Background: an optimization exercise with open tools, aiming at small area and few clock cycles per item. Do not read the settings as production practice.
Where RTL was checked, it was by simulation tests only, not by an equivalence proof against the original.

==> flow/design.v <==
`default_nettype none
package wfc_pkg;
  localparam int LVL_W  = 16;
  localparam int FRAC_W = 16;
  localparam int QUO_W  = FRAC_W + 1;
  localparam int COL_W  = 8;
  localparam int APB_DW = 32;
  localparam int APB_AW = 3;
endpackage
`default_nettype wire
`default_nettype none
module wfc_apb_regs (
  input  wire logic                             clk,
  input  wire logic                             rst_n,
  input  wire logic                             psel,
  input  wire logic                             penable,
  input  wire logic                             pwrite,
  input  wire logic [wfc_pkg::APB_AW-1:0]       paddr,
  input  wire logic [wfc_pkg::APB_DW-1:0]       pwdata,
  output logic      [wfc_pkg::APB_DW-1:0]       prdata,
  output logic                                  pready,
  output logic signed [wfc_pkg::LVL_W-1:0]      low_level,
  output logic signed [wfc_pkg::LVL_W-1:0]      high_level
);
  logic signed [15:0] low_r;
  logic signed [15:0] high_r;
  logic               wr_en;
  assign pready = 1'b1;
  assign wr_en  = psel & penable & pwrite;
  always_ff @(posedge clk) begin
    if (!rst_n) begin
      low_r  <= 16'sd480;
      high_r <= 16'sd1440;
    end else if (wr_en) begin
      if (paddr[2]) high_r <= pwdata[15:0];
      else          low_r  <= pwdata[15:0];
    end
  end
  logic [15:0] rd;
  assign rd     = paddr[2] ? high_r : low_r;
  assign prdata = {{16{rd[15]}}, rd};
  assign low_level  = low_r;
  assign high_level = high_r;
endmodule
`default_nettype wire
`default_nettype none
module wfc_divider #(
  parameter logic [14:0] REG_AFTER = 15'b101_0101_0101_0101
) (
  input  wire logic                             clk,
  input  wire logic                             rst_n,
  input  wire logic                             en,
  input  wire logic                             in_valid,
  input  wire logic signed [wfc_pkg::LVL_W-1:0] level,
  input  wire logic signed [wfc_pkg::LVL_W-1:0] low_level,
  input  wire logic signed [wfc_pkg::LVL_W-1:0] high_level,
  output logic                                  out_valid,
  output logic [3:0]                            out_seg,
  output logic [15:0]                           out_x
);
  logic [16:0] rng;
  logic [15:0] d_r;
  assign rng = {high_level[15], high_level} - {low_level[15], low_level};
  always_ff @(posedge clk) d_r <= rng[15:0];
  logic [16:0] off;
  logic        below, above, eq, dz0, yellow, black;
  assign off    = {level[15], level} - {low_level[15], low_level};
  assign below  = level < low_level;
  assign above  = level > high_level;
  assign eq     = level == high_level;
  assign dz0    = low_level == high_level;
  assign yellow = ~below & above;
  assign black  = below | (~above & dz0);
  logic [15:0] rem_c [0:14];
  logic [14:0] quo_c [0:14];
  logic        vld_c [0:14];
  logic [15:0] rem_i [0:14];
  logic [14:0] quo_i [0:14];
  logic        vld_i [0:14];
  assign rem_c[0] = yellow ? 16'd1 : (black | eq) ? 16'd0 : off[15:0];
  assign quo_c[0] = {14'd0, yellow | (~black & eq)};
  assign vld_c[0] = in_valid;
  function automatic logic [16:0] div_step(input logic [15:0] rem, input logic [15:0] d);
    logic [16:0] t, dn, gg, pp, co;
    t  = {rem, 1'b0};
    dn = {1'b1, ~d};
    gg = {t[16:1] & dn[16:1], dn[0]};
    pp = {t[16:1] | dn[16:1], 1'b0};
    co[0] = gg[0];
    for (int i = 1; i < 17; i++) co[i] = gg[i] | (pp[i] & co[i-1]);
    div_step = {co[16], t[15:0] ^ ({16{co[16]}} & ~(d ^ {co[14:0], 1'b1}))};
  endfunction
  for (genvar r = 0; r <= 14; r++) begin : g_row
    if (r > 0) begin : g_step
      logic [16:0] s;
      assign s        = div_step(rem_i[r-1], d_r);
      assign rem_c[r] = s[15:0];
      assign quo_c[r] = {quo_i[r-1][13:0], s[16]};
      assign vld_c[r] = vld_i[r-1];
    end
    if (REG_AFTER[r]) begin : g_reg
      logic [15:0] rem_q;
      logic [r:0]  quo_q;
      logic        vld_q;
      always_ff @(posedge clk) begin
        if (!rst_n)  vld_q <= 1'b0;
        else if (en) vld_q <= vld_c[r];
      end
      always_ff @(posedge clk) begin
        if (en) begin
          quo_q <= quo_c[r][r:0];
          rem_q <= rem_c[r];
        end
      end
      assign rem_i[r] = rem_q;
      if (r < 14) begin : g_pad
        assign quo_i[r] = {{(14-r){1'b0}}, quo_q};
      end else begin : g_full
        assign quo_i[r] = quo_q;
      end
      assign vld_i[r] = vld_q;
    end else begin : g_comb
      assign rem_i[r] = rem_c[r];
      assign quo_i[r] = quo_c[r];
      assign vld_i[r] = vld_c[r];
    end
  end
  logic [14:0] qh;
  logic [16:0] s15, s16;
  logic        q1, q0;
  logic [19:0] pa, pb, pc, pd, p;
  logic [3:0]  ip;
  logic [15:0] x;
  logic        ylw, blk;
  logic [3:0]  seg_q;
  logic [15:0] x_q;
  logic        vld_q;
  assign qh  = quo_i[14];
  assign s15 = div_step(rem_i[14], d_r);
  assign q1  = s15[16];
  assign s16 = div_step(s15[15:0], d_r);
  assign q0  = s16[16];
  assign pa  = {qh, 5'b00000} + {3'b000, qh, 2'b00};
  assign pb  = pa + 20'd18;
  assign pc  = q1 ? pb : pa;
  assign pd  = pc + 20'd9;
  assign p   = q0 ? pd : pc;
  assign ip  = p[19:16];
  assign ylw = qh[14] & ((qh[13:0] != 14'd0) | q1 | q0);
  assign blk = ~qh[14] & (d_r == 16'd0);
  always_comb begin
    case (ip)
      4'd0, 4'd1: x = {ip[0], p[15:1]};
      4'd5, 4'd6: x = {ip[1], p[15:1]};
      default:    x = p[15:0];
    endcase
  end
  always_ff @(posedge clk) begin
    if (!rst_n)  vld_q <= 1'b0;
    else if (en) vld_q <= vld_i[14];
  end
  always_ff @(posedge clk) begin
    if (en) begin
      seg_q <= ylw ? 4'd5 : blk ? 4'd0 : ip;
      x_q   <= (ylw | blk) ? 16'd0 : x;
    end
  end
  assign out_valid = vld_q;
  assign out_seg   = seg_q;
  assign out_x     = x_q;
endmodule
`default_nettype wire
`default_nettype none
module wfc_colormap (
  input  wire logic [3:0]                seg,
  input  wire logic [15:0]               x,
  output logic [wfc_pkg::COL_W-1:0]      red,
  output logic [wfc_pkg::COL_W-1:0]      green,
  output logic [wfc_pkg::COL_W-1:0]      blue
);
  logic [7:0] a, b, am, ap, up, dn, wr, wg;
  logic [6:0] w4;
  logic       c, nz;
  assign a  = x[15:8];
  assign b  = x[7:0];
  assign c  = a < b;
  assign nz = x != 16'd0;
  assign am = a - 8'd1;
  assign ap = a + 8'd1;
  assign up = (c | ~nz) ? a : am;
  assign dn = c ? ~ap : ~a;
  assign w4 = {1'b0, a[7:2]} + {6'd0, c | a[1] | a[0]};
  assign wr = ~{1'b0, w4};
  assign wg = {1'b0, up[7:1]};
  always_comb begin
    case (seg)
      4'd0, 4'd1: {red, green, blue} = {8'h00, 8'h00, up};
      4'd2:       {red, green, blue} = {8'h00, up, 8'hFF};
      4'd3:       {red, green, blue} = {8'h00, 8'hFF, dn};
      4'd4:       {red, green, blue} = {up, 8'hFF, 8'h00};
      4'd5, 4'd6: {red, green, blue} = {8'hFF, dn, 8'h00};
      4'd7:       {red, green, blue} = {8'hFF, 8'h00, up};
      4'd8:       {red, green, blue} = {wr, wg, 8'hFF};
      default:    {red, green, blue} = {8'd191, 8'd127, 8'hFF};
    endcase
  end
endmodule
`default_nettype wire
`default_nettype none
module waterfall_level_to_rgb_core (
  input  wire logic                        clk,
  input  wire logic                        rst_n,
  input  wire logic                        in_valid,
  output logic                             in_ready,
  input  wire logic [wfc_pkg::LVL_W-1:0]   in_level,
  output logic                             out_valid,
  input  wire logic                        out_ready,
  output logic      [wfc_pkg::COL_W-1:0]   out_red,
  output logic      [wfc_pkg::COL_W-1:0]   out_green,
  output logic      [wfc_pkg::COL_W-1:0]   out_blue,
  input  wire logic                        psel,
  input  wire logic                        penable,
  input  wire logic                        pwrite,
  input  wire logic [wfc_pkg::APB_AW-1:0]  paddr,
  input  wire logic [wfc_pkg::APB_DW-1:0]  pwdata,
  output logic      [wfc_pkg::APB_DW-1:0]  prdata,
  output logic                             pready
);
  logic signed [wfc_pkg::LVL_W-1:0] low_level;
  logic signed [wfc_pkg::LVL_W-1:0] high_level;
  logic                             pipe_en;
  logic [3:0]                       seg;
  logic [15:0]                      x;
  wfc_apb_regs u_regs (
    .clk        (clk),
    .rst_n      (rst_n),
    .psel       (psel),
    .penable    (penable),
    .pwrite     (pwrite),
    .paddr      (paddr),
    .pwdata     (pwdata),
    .prdata     (prdata),
    .pready     (pready),
    .low_level  (low_level),
    .high_level (high_level)
  );
  wfc_divider u_div (
    .clk        (clk),
    .rst_n      (rst_n),
    .en         (pipe_en),
    .in_valid   (in_valid),
    .level      (in_level),
    .low_level  (low_level),
    .high_level (high_level),
    .out_valid  (out_valid),
    .out_seg    (seg),
    .out_x      (x)
  );
  wfc_colormap u_cmap (
    .seg   (seg),
    .x     (x),
    .red   (out_red),
    .green (out_green),
    .blue  (out_blue)
  );
  assign pipe_en  = out_ready | ~out_valid;
  assign in_ready = pipe_en;
endmodule
`default_nettype wire
==> flow/config.mk <==
export PLATFORM = sky130hd
export DESIGN_NAME = waterfall_level_to_rgb_core
export DESIGN_NICKNAME = waterfall_level_to_rgb_core
export VERILOG_FILES = /design/flow/design.v
export SDC_FILE = /design/flow/constraint.sdc
export NUM_CORES = 4
export LEC_CHECK = 0
export ABC_AREA = 1
export CAP_MARGIN = 20
export CORE_MARGIN = 2
export CORE_UTILIZATION = 40
export SLEW_MARGIN = 20
==> flow/constraint.sdc <==
create_clock -name core_clock -period 5.0 [get_ports {clk}]
set_input_delay 1.0000 -clock core_clock [delete_from_list [all_inputs] [get_ports {clk}]]
set_output_delay 1.0000 -clock core_clock [all_outputs]
set_load 0.01 [all_outputs]
run.sh (not shown) runs the stock make flow with config.mk's settings and CLKGATE_MAP_FILE= SYNTH_SCRIPT=/design/flow/synth_recipe.tcl, a recipe that flattens the netlist after the stock synthesis.
Testbench counts at the start, summed over its fixed seeds: cycles 16,288, items 16,000.
Edit:
--- a/flow/design.v
+++ b/flow/design.v
@@ -27,14 +27,17 @@
   logic               wr_en;
   assign pready = 1'b1;
   assign wr_en  = psel & penable & pwrite;
-  always_ff @(posedge clk) begin
-    if (!rst_n) begin
-      low_r  <= 16'sd480;
-      high_r <= 16'sd1440;
-    end else if (wr_en) begin
-      if (paddr[2]) high_r <= pwdata[15:0];
-      else          low_r  <= pwdata[15:0];
-    end
+  logic        ld_lo, ld_hi;
+  logic [15:0] nv_lo, nv_hi;
+  assign ld_lo = ~rst_n | (wr_en & ~paddr[2]);
+  assign ld_hi = ~rst_n | (wr_en &  paddr[2]);
+  assign nv_lo = rst_n ? pwdata[15:0] : 16'sd480;
+  assign nv_hi = rst_n ? pwdata[15:0] : 16'sd1440;
+  always_ff @(posedge clk) begin
+    if (ld_lo) low_r <= nv_lo;
+  end
+  always_ff @(posedge clk) begin
+    if (ld_hi) high_r <= nv_hi;
   end
   logic [15:0] rd;
   assign rd     = paddr[2] ? high_r : low_r;
@@ -60,8 +63,12 @@
 );
   logic [16:0] rng;
   logic [15:0] d_r;
+  logic [15:0] dn_r;
   assign rng = {high_level[15], high_level} - {low_level[15], low_level};
-  always_ff @(posedge clk) d_r <= rng[15:0];
+  always_ff @(posedge clk) begin
+    d_r  <= rng[15:0];
+    dn_r <= ~rng[15:0];
+  end
   logic [16:0] off;
   logic        below, above, eq, dz0, yellow, black;
   assign off    = {level[15], level} - {low_level[15], low_level};
@@ -93,7 +100,7 @@
   for (genvar r = 0; r <= 14; r++) begin : g_row
     if (r > 0) begin : g_step
       logic [16:0] s;
-      assign s        = div_step(rem_i[r-1], d_r);
+      assign s        = div_step(rem_i[r-1], (r > 8) ? ~dn_r : d_r);
       assign rem_c[r] = s[15:0];
       assign quo_c[r] = {quo_i[r-1][13:0], s[16]};
       assign vld_c[r] = vld_i[r-1];
@@ -136,9 +143,9 @@
   logic [15:0] x_q;
   logic        vld_q;
   assign qh  = quo_i[14];
-  assign s15 = div_step(rem_i[14], d_r);
+  assign s15 = div_step(rem_i[14], ~dn_r);
   assign q1  = s15[16];
-  assign s16 = div_step(s15[15:0], d_r);
+  assign s16 = div_step(s15[15:0], ~dn_r);
   assign q0  = s16[16];
   assign pa  = {qh, 5'b00000} + {3'b000, qh, 2'b00};
   assign pb  = pa + 20'd18;
The new run finished with timing, DRC and antenna clean.
Wire length shrinks by a few percent.
Via count is lower slightly.
Worst hold slack is about the same.
Clock-buffer cell count drops by 6.
Clock skew went up by 16 ps.
Core utilization falls by 0.12 points.
Area after synthesis climbs slightly.
Register-to-register slack improved by 30 ps.
Worst setup slack improved by 31 ps.
Non-clock buffer count went down by 60.
Design area is higher slightly.
Only the layout flow was run in the second run of this note; the RTL was not checked for function there.

## what the ideal ports hide
The results above use ideal ports. As a check the final layouts listed here were re-extracted and re-timed, cells and wires unchanged.
Step 1, drivers: a clkbuf_16 drives clk and a buf_2 each remaining input, both assumed.
Step 2 times the ports against the registers' clock, not the clock port: input delays grow and output delays shrink by t, the midpoint of the rising clock arrivals with the driver on.
Slacks: ideal ports / drivers / drivers and shift; pairs: ideal ports / drivers.
run | t, ns | setup slack, ns | cell pins on the clock port's net
the first run | 0.599 | 0.230 / 0.188 / -0.161 | 1
the second run | 0.605 | 0.261 / 0.261 / 0.153 | 1
Met with ideal ports but missed after step 2: setup timing in the first run. For the first run, which loses most, drivers alone change the setup slack by -0.042 ns; drivers and shift together by -0.391 ns.
